This design comes from an exercise in tuning for small area, a short achievable clock period and few clock cycles per item on the open sky130 flow, not from production work.
Function was checked by simulation only, so behaviour that the tests miss may differ from the original.
Power and IR drop assume default switching activity.

Setup of run A:
==> flow/design.v (excerpt) <==
module matmult_result_serializer #(
  parameter int DATA_W = 64,
  parameter int N_ELEM = 25
) (
  input  logic                       clk,
  input  logic                       rst,
  input  logic                       in_valid,
  output logic                       in_accept,
  input  logic [N_ELEM*DATA_W-1:0]   in_c,
  output logic                       out_valid,
  input  logic                       out_ready,
  output logic [DATA_W-1:0]          out_data,
  output logic [4:0]                 out_index,
  output logic                       out_last,
  output logic [DATA_W-1:0]          out_sum,
  output logic                       out_sum_valid
);
Size in the first run: ~3900 cells after synthesis, ~1700 I/O pins, ~67000 um2 of cells after synthesis.
export LEC_CHECK = 0
export CAP_MARGIN = 20
export CORE_AREA = 5 5 435 435
export CTS_CLUSTER_DIAMETER = 60
export CTS_CLUSTER_SIZE = 30
export DIE_AREA = 0 0 440 440
export SETUP_SLACK_MARGIN = 4.2
export SLEW_MARGIN = 20
create_clock -name core_clock -period 7.0 [get_ports {clk}]
standard.sh (not shown) runs the stock make flow with config.mk's settings and CLKGATE_MAP_FILE= SYNTH_SCRIPT=/design/flow/synth_recipe.tcl, a recipe that flattens the netlist after the stock synthesis.
==> flow/flow/run.sh <==
#!/bin/bash
# Standard ORFS layout (the standard.sh), with the port buffers made from
# sky130_fd_sc_hd__buf_1 instead of the delay-buffer cell buffer_ports picks by default,
# and IO pins allowed one routing track apart so a smaller die holds all 1741 of them.
set -euo pipefail
export BUFFER_PORTS_ARGS="-buffer_cell sky130_fd_sc_hd__buf_1"
export PLACE_PINS_ARGS="-min_distance 1 -min_distance_in_tracks"
bash standard.sh > standard_make.log 2>&1
Testbench counts of run A, summed over its fixed seeds: cycles 8,016, items 320.
diff inputs: run A => run B
- removing CTS_CLUSTER_SIZE (formerly 30)
- removing CTS_CLUSTER_DIAMETER (formerly 60)
==> summary.txt <==
Run A has higher fraction of area in non-clock buffers than run B.
Run B ended with more clock share of power than run A.
From run A to run B the numbers moved as follows: quantity of gates resized following cts closely matched the old numbers, maximum net fanout on the critical path decreased by 2 relative to the old numbers, total of plain and repair buffers excluding clock buffers decreased by about 0.35% relative to the old numbers.
Relative to run B, the following input files were edited for run C:
- SETUP_SLACK_MARGIN now 4.0, was 4.2
Findings:
- Compared with run B, run C shows area of combinational cells with multiple inputs that has gone down by a few percent.
- The net switching power reported for run C is smaller than that of run B by 88 uW.
- The setup slack of run C is smaller than that of run B.
### run C -> run D
- CTS_CLUSTER_DIAMETER newly set to 60
- CTS_CLUSTER_SIZE newly set to 30
--- outcome ---
Run D against run C: clock skew now smaller; total power now smaller; post-route minimum period now larger.
Area after synthesis came out exactly the same in run C and run D.
Sort run C and run D by wire length desc -> top: run C
Cell area | run D vs run C | run D smaller

Setup of job 1810:
Another version of the RTL of matmult_result_serializer (not shown whole).
For scale: roughly 3800 cells after synthesis.
==> flow/config.mk <==
export PLATFORM = sky130hd
export DESIGN_NAME = matmult_result_serializer
export DESIGN_NICKNAME = matmult_result_serializer
export VERILOG_FILES = /design/flow/design.v
export SDC_FILE = /design/flow/constraint.sdc
export NUM_CORES = 4
export LEC_CHECK = 0
export CAP_MARGIN = 20
export CORE_AREA = 5 5 435 435
export CTS_BUF_LIST = sky130_fd_sc_hd__clkbuf_8
export CTS_CLUSTER_SIZE = 24
export DIE_AREA = 0 0 440 440
export SETUP_SLACK_MARGIN = 4.0
export SLEW_MARGIN = 20
==> flow/constraint.sdc <==
create_clock -name core_clock -period 7.0 [get_ports {clk}]
set_input_delay 1.4000 -clock core_clock [delete_from_list [all_inputs] [get_ports {clk}]]
set_output_delay 1.4000 -clock core_clock [all_outputs]
set_load 0.01 [all_outputs]
Scripts as last shown in full above: flow/flow/run.sh
Testbench counts of job 1810, summed over its fixed seeds: cycles 8,016, items 320.
### job 1810 -> job 7552
- removing CTS_CLUSTER_SIZE (formerly 24)
- changing SETUP_SLACK_MARGIN from 4.0 to 4.5
- removing CTS_BUF_LIST (formerly sky130_fd_sc_hd__clkbuf_8)
Findings:
- Taking job 1810 as the reference, in job 7552 share of cells above drive strength 1 increased 1.4 points, power share of the clock group increased 3.2 points, wire length increased 2.6%.
- Job 1810 ended up with in2reg as its type of the most critical hold path; job 7552 ended up with reg2reg.
- Job 7552 does worse than job 1810 on worst vdd rail ir drop.
- Of the two candidates, job 1810 has the worse worst clock skew on the final layout and job 7552 the better one.
- Comparing job 1810 with job 7552, the worst setup slack came out essentially unchanged.
- Looking at critical path capture point, the sum_q[62]$_DFFE_PP_ result is from job 7552; the out_data[8] one comes from job 1810.
- Non-clock buffer count in the final layout ends up lower on job 1810.
Input changes introduced in job 7551 (baseline for comparison: job 7552):
- a change of SETUP_SLACK_MARGIN from 4.5 to 4.0
### Flow results
Higher global-route wire length before repair goes to job 7552 over job 7551.
Taking job 7551 as 1.0, job 7552 lands at 1.07 on non-clock buffer count.
Compared to job 7552, the router laid down less metal wire for job 7551.
Core utilization: job 7551 lower than job 7552
The final layout from job 7551, which completed every stage, passed the timing, design-rule and antenna checks at the end of the flow.
Share of post-route cells with drive strength above 1 was higher in the run labelled job 7552.
The worst hold slack on job 7551 is in line with that on job 7552.
Job 7551 vs job 7552 — combinational share of power dropped 1.2 points.
What job 3139 does differently from job 7551 at the input level:
- DIE_AREA changed from 0 0 440 440 to 0 0 400 400
- SETUP_SLACK_MARGIN changed from 4.0 to 3.8
- CORE_AREA changed from 5 5 435 435 to 5 5 395 395
==> summary.txt <==
Summary of job 3139 and job 7551: one run falls short of a clean finish, namely job 3139.
Comparing job 3139 against job 7551, there is no change at all in number of top-level pins.
[job 3139] placed instance area fell 0.75% relative to job 7551
Going from job 7551 to job 3139, total CTS buffers now sits lower; count of buffers added by post-CTS timing repair for setup fell 37; mean post-synth cell area held.
Synthesized area came out exactly the same in job 3139 and job 7551.
Lower horizontal extent of the die goes to job 3139 over job 7551.
From job 7551 to job 3139 the numbers moved as follows: site row count fell by 8.9%; count of placed standard cells including taps down 5.6%.
Between job 3139 and job 7551, the count of cell types in the netlist does not differ in any meaningful way.
Changes in job 4573 relative to job 3139:
- a change of DIE_AREA from 0 0 400 400 to 0 0 420 420
- a change of CORE_AREA from 5 5 395 395 to 5 5 415 415
- a change of SETUP_SLACK_MARGIN from 3.8 to 4.0
## What came out
FAIL: job 3139; every other run in job 4573 and job 3139 is clean
Job 3139: it failed with a tool error in 5_1_grt, so there are no final results.
Delta (job 4573 minus job 3139): maximum count of clock buffers along a single path barely changed, number of clock buffers inserted by TritonCTS climbed about 2.2%, level count of the clock H-tree barely changed, placement row count climbed 7.
In job 4573 relative to job 3139, weighted congestion at the end of routability-driven global placement had gone down by a few percent.
Delta (job 4573 minus job 3139): hold-fix buffer count after cts comparable; setup fix buffers added after clock tree synthesis moved up; total half-perimeter wirelength after legalization and detailed placement roughly the same.
Compared with job 3139, job 4573 shows a higher height of the die.
~same total placed instance area in job 4573 and job 3139
--- input diff job 4573..job 3330 ---
- a change of CORE_AREA from 5 5 415 415 to 5 5 435 435
- a change of SETUP_SLACK_MARGIN from 4.0 to 3.8
- a change of DIE_AREA from 0 0 420 420 to 0 0 440 440
### Flow results
Job 3330 — maximum frequency about 3% lower, job 4573 as reference. Across both runs, relative area of non-clock buffer cells in the final design was lower for job 3330 than for job 4573. Delta (job 3330 minus job 4573): final instance area decreased by about 0.54% relative to the old numbers; synthesized cell count has remained practically unchanged; total track usage lower. Run comparison: job 3330 start point of the critical path bsel_q[6]$_SDFFE_PP0P_; job 4573 start point of the critical path r_q[0]$_DFFE_PP_. [job 3330 vs job 4573] non-clock buffer count: lower in job 3330. Measured against each other, job 3330 and job 4573 differ in arrival time at the worst endpoint, the higher figure coming from job 4573. Compare job 3330 and job 4573 | final period utilization higher: job 3330. Via count was higher in job 4573 than in job 3330.

lane 2:
Another version of the RTL of matmult_result_serializer (not shown whole).
For scale: roughly 1800 flip-flops, roughly 66000 um2 of cells after synthesis.
Settings: LEC_CHECK=0, CAP_MARGIN=20, CORE_AREA=10 10 630 630, DIE_AREA=0 0 640 640, SETUP_SLACK_MARGIN=4.0, SLEW_MARGIN=20; clock period 7.0 ns.
run.sh (not shown) runs the stock make flow with config.mk's settings and CLKGATE_MAP_FILE= SYNTH_SCRIPT=/design/flow/synth_recipe.tcl, a recipe that flattens the netlist after the stock synthesis.
Stock flow here: none of the scripts above is used.
Testbench counts of lane 2, summed over its fixed seeds: cycles 8,016, items 320.
Here is what was changed in the inputs of lane 5 compared with lane 2.
Settings: SETUP_SLACK_MARGIN: 4.0 -> unset.
==> summary.txt <==
From lane 2 to lane 5 the numbers moved as follows: number of cells in the finished layout apart from fillers lower, non-clock buffer count lower. Lane 5 against lane 2: detail-routed net length per standard cell dropped 0.17 um; setup slack shrank by 0.93 ns; worst path arrival time went up. For lane 5, the commonest non-fill, non-tap cell in the layout was clkdlybuf4s50_1, unlike lane 2, where it was edfxtp_1. Lane 5 reports its master of the slowest instance on the critical path as a2111oi_2 while lane 2 reports edfxtp_1.

== the baseline ==
The RTL this note starts from:
==> flow/design.v <==
module matmult_result_serializer #(
  parameter int DATA_W = 64,
  parameter int N_ELEM = 25
) (
  input  logic                       clk,
  input  logic                       rst,
  input  logic                       in_valid,
  output logic                       in_accept,
  input  logic [N_ELEM*DATA_W-1:0]   in_c,
  output logic                       out_valid,
  input  logic                       out_ready,
  output logic [DATA_W-1:0]          out_data,
  output logic [4:0]                 out_index,
  output logic                       out_last,
  output logic [DATA_W-1:0]          out_sum,
  output logic                       out_sum_valid
);
  localparam logic [4:0] LAST_IDX = 5'(N_ELEM - 1);
  logic              bfree_q;              
  logic [DATA_W-1:0] buf_q [N_ELEM];
  logic [N_ELEM-1:0] bsel_q;               
  logic [DATA_W-1:0] r_q;                  
  logic              rv_q;
  logic [4:0]        ridx_q;
  logic              rlast_q;
  logic              rfirst_q;
  logic [DATA_W-1:0] sum_q;
  logic              sum_valid_q;
  logic              take;                 
  logic              rfree;                
  logic              rload;
  logic              xfer;
  logic [DATA_W-1:0] next_elem;
  logic [4:0]        ridx_d;
  assign take  = bfree_q & in_valid;
  assign rfree = ~rv_q | out_ready;
  assign rload = rfree & (~bfree_q | in_valid);
  assign xfer  = rv_q & out_ready;
  always_comb begin
    next_elem = in_c[DATA_W-1:0] & {DATA_W{bfree_q}};
    for (int i = 0; i < N_ELEM; i++) next_elem |= buf_q[i] & {DATA_W{bsel_q[i]}};
  end
  assign ridx_d = (bfree_q || rlast_q) ? 5'd0 : ridx_q + 5'd1;
  always_ff @(posedge clk) begin
    if (bfree_q) begin
      for (int i = 0; i < N_ELEM; i++) buf_q[i] <= in_c[i*DATA_W +: DATA_W];
    end
  end
  always_ff @(posedge clk) begin
    if (rst) begin
      bfree_q <= 1'b1;
      bsel_q  <= '0;
      rv_q    <= 1'b0;
    end else begin
      if (rload) rv_q <= 1'b1;
      else if (xfer) rv_q <= 1'b0;
      if (bfree_q) begin
        if (in_valid) begin
          bfree_q <= 1'b0;
          bsel_q  <= rfree ? N_ELEM'(2) : N_ELEM'(1);
        end
      end else if (rfree) begin
        bsel_q  <= bsel_q << 1;
        if (bsel_q[N_ELEM-1]) bfree_q <= 1'b1;
      end
    end
  end
  always_ff @(posedge clk) begin
    if (rload) begin
      r_q      <= next_elem;
      ridx_q   <= ridx_d;
      rlast_q  <= (ridx_d == LAST_IDX);
      rfirst_q <= (ridx_d == 5'd0);
    end
  end
  always_ff @(posedge clk) begin
    if (rst) begin
      sum_valid_q <= 1'b0;
    end else begin
      sum_valid_q <= xfer & rlast_q;
    end
    if (xfer) sum_q <= rfirst_q ? r_q : sum_q + r_q;
  end
  assign in_accept     = bfree_q;
  assign out_valid     = rv_q;
  assign out_data      = r_q;
  assign out_index     = ridx_q;
  assign out_last      = rlast_q;
  assign out_sum       = sum_q;
  assign out_sum_valid = sum_valid_q;
endmodule
Settings: LEC_CHECK=0, CAP_MARGIN=20, CORE_AREA=5 5 475 475, DIE_AREA=0 0 480 480, SETUP_SLACK_MARGIN=4.0, SLEW_MARGIN=20; clock period 7.0 ns.
standard.sh (not shown) runs the stock make flow with config.mk's settings and CLKGATE_MAP_FILE= SYNTH_SCRIPT=/design/flow/synth_recipe.tcl, a recipe that flattens the netlist after the stock synthesis.
==> flow/flow/run.sh <==
#!/bin/bash
# Standard ORFS layout (the standard.sh), with the port buffers made from
# sky130_fd_sc_hd__buf_1 instead of the delay-buffer cell buffer_ports picks by default.
set -euo pipefail
export BUFFER_PORTS_ARGS="-buffer_cell sky130_fd_sc_hd__buf_1"
bash standard.sh > standard_make.log 2>&1
3_2_place_iop: the baseline exited with error
Testbench counts of the baseline, summed over its fixed seeds: cycles 8,016, items 320.
## Diff of input files: the candidate against the baseline
- CTS_CLUSTER_SIZE newly set to 30
- CTS_CLUSTER_DIAMETER newly set to 60
- CORE_AREA changed from 5 5 475 475 to 5 5 435 435
- DIE_AREA changed from 0 0 480 480 to 0 0 440 440
diff --git a/flow/flow/run.sh b/flow/flow/run.sh
--- a/flow/flow/run.sh
+++ b/flow/flow/run.sh
@@ -3 +3,2 @@
-# sky130_fd_sc_hd__buf_1 instead of the delay-buffer cell buffer_ports picks by default.
+# sky130_fd_sc_hd__buf_1 instead of the delay-buffer cell buffer_ports picks by default,
+# and IO pins allowed one routing track apart so a smaller die holds all 1741 of them.
@@ -5,0 +7 @@
+export PLACE_PINS_ARGS="-min_distance 1 -min_distance_in_tracks"
### Flow results
The candidate did not stop at any stage, and its layout met the timing, design-rule and antenna checks. The baseline terminated abnormally: 3_2_place_iop reported PPL-0024. Sort the candidate and the baseline by initial core utilization, ascending, and the baseline comes first. Any difference in synthesized cell count between the baseline and the candidate is small enough to ignore. Re simple-gate share of the synthesized area: no difference whatsoever between the baseline and the candidate. Reported for the candidate and the baseline, async set or reset register ratio after synthesis turned out identical to the last digit. The candidate against the baseline: vertical die dimension went down by about 8%; adder-cell share of the synthesized area has remained practically unchanged. Number of enable-type register cells in the synthesized netlist delta (the candidate -> the baseline): insignificant. Comparing the baseline with the candidate, the multiplexer area fraction after synthesis came out essentially unchanged. Relative to the baseline, the row count measured on the candidate has decreased by a little under 10%. Relative to the baseline, horizontal die dimension decreased by 8.3% in the candidate.

## static timing again, ports no longer ideal
How much do the figures lean on ideal ports? The routed layouts below were timed once more, with nothing changed but the port constraints. Step 1 (the two cells are an assumption about what drives the block):
set clk [get_ports {clk}]
set_driving_cell -lib_cell sky130_fd_sc_hd__clkbuf_16 $clk
set_driving_cell -lib_cell sky130_fd_sc_hd__buf_2 [delete_from_list [all_inputs] $clk]
Step 2 moves the port delays by t, midway between the first and last clock arrival at a register: inputs arrive t later, outputs are due t later. That takes back most of the time a late clock gives input paths. Three values: no drivers, after step 1, after step 2; two values: the first two.
| run | t, ns | setup slack, ns | hold WS [ns] | worst setup path after step 2 | cell pins on the clock port's net |
|---|---|---|---|---|---|
| run A | 0.903 | 3.972 / 3.888 / 3.392 | 0.476 / 0.476 / 0.476 | input to register | 1 |
| run B | 0.920 | 3.916 / 3.831 / 3.419 | 0.472 / 0.472 / 0.472 | input to register | 1 |
| run C | 0.927 | 3.895 / 3.813 / 3.408 | 0.469 / 0.469 / 0.469 | input to register | 1 |
| run D | 0.907 | 3.785 / 3.785 / 3.469 | 0.476 / 0.476 / 0.476 | input to register | 1 |
| job 1810 | 1.096 | 3.795 / 3.719 / 3.522 | 0.489 / 0.447 / 0.567 | input to register | 1 |
| job 7552 | 0.923 | 3.795 / 3.795 / 3.603 | 0.570 / 0.570 / 0.570 | input to register | 1 |
| job 7551 | 0.911 | 3.842 / 3.842 / 3.428 | 0.570 / 0.570 / 0.570 | input to register | 1 |
| job 4573 | 0.916 | 3.808 / 3.808 / 3.433 | 0.564 / 0.564 / 0.564 | input to register | 1 |
| job 3330 | 0.919 | 3.713 / 3.675 / 3.376 | 0.573 / 0.573 / 0.573 | input to register | 1 |
| lane 2 | 0.987 | 3.341 / 3.341 / 2.934 | 0.561 / 0.561 / 0.561 | input to register | 1 |
| lane 5 | 0.982 | 2.414 / 2.414 / 2.414 | 0.559 / 0.559 / 0.559 | register to register | 1 |
| the candidate | 0.885 | 3.800 / 3.800 / 3.454 | 0.571 / 0.571 / 0.571 | input to register | 1 |
After both steps every run listed still meets setup and hold. For run A, which loses most, drivers alone change the setup slack by -0.084 ns; drivers and shift together by -0.580 ns.
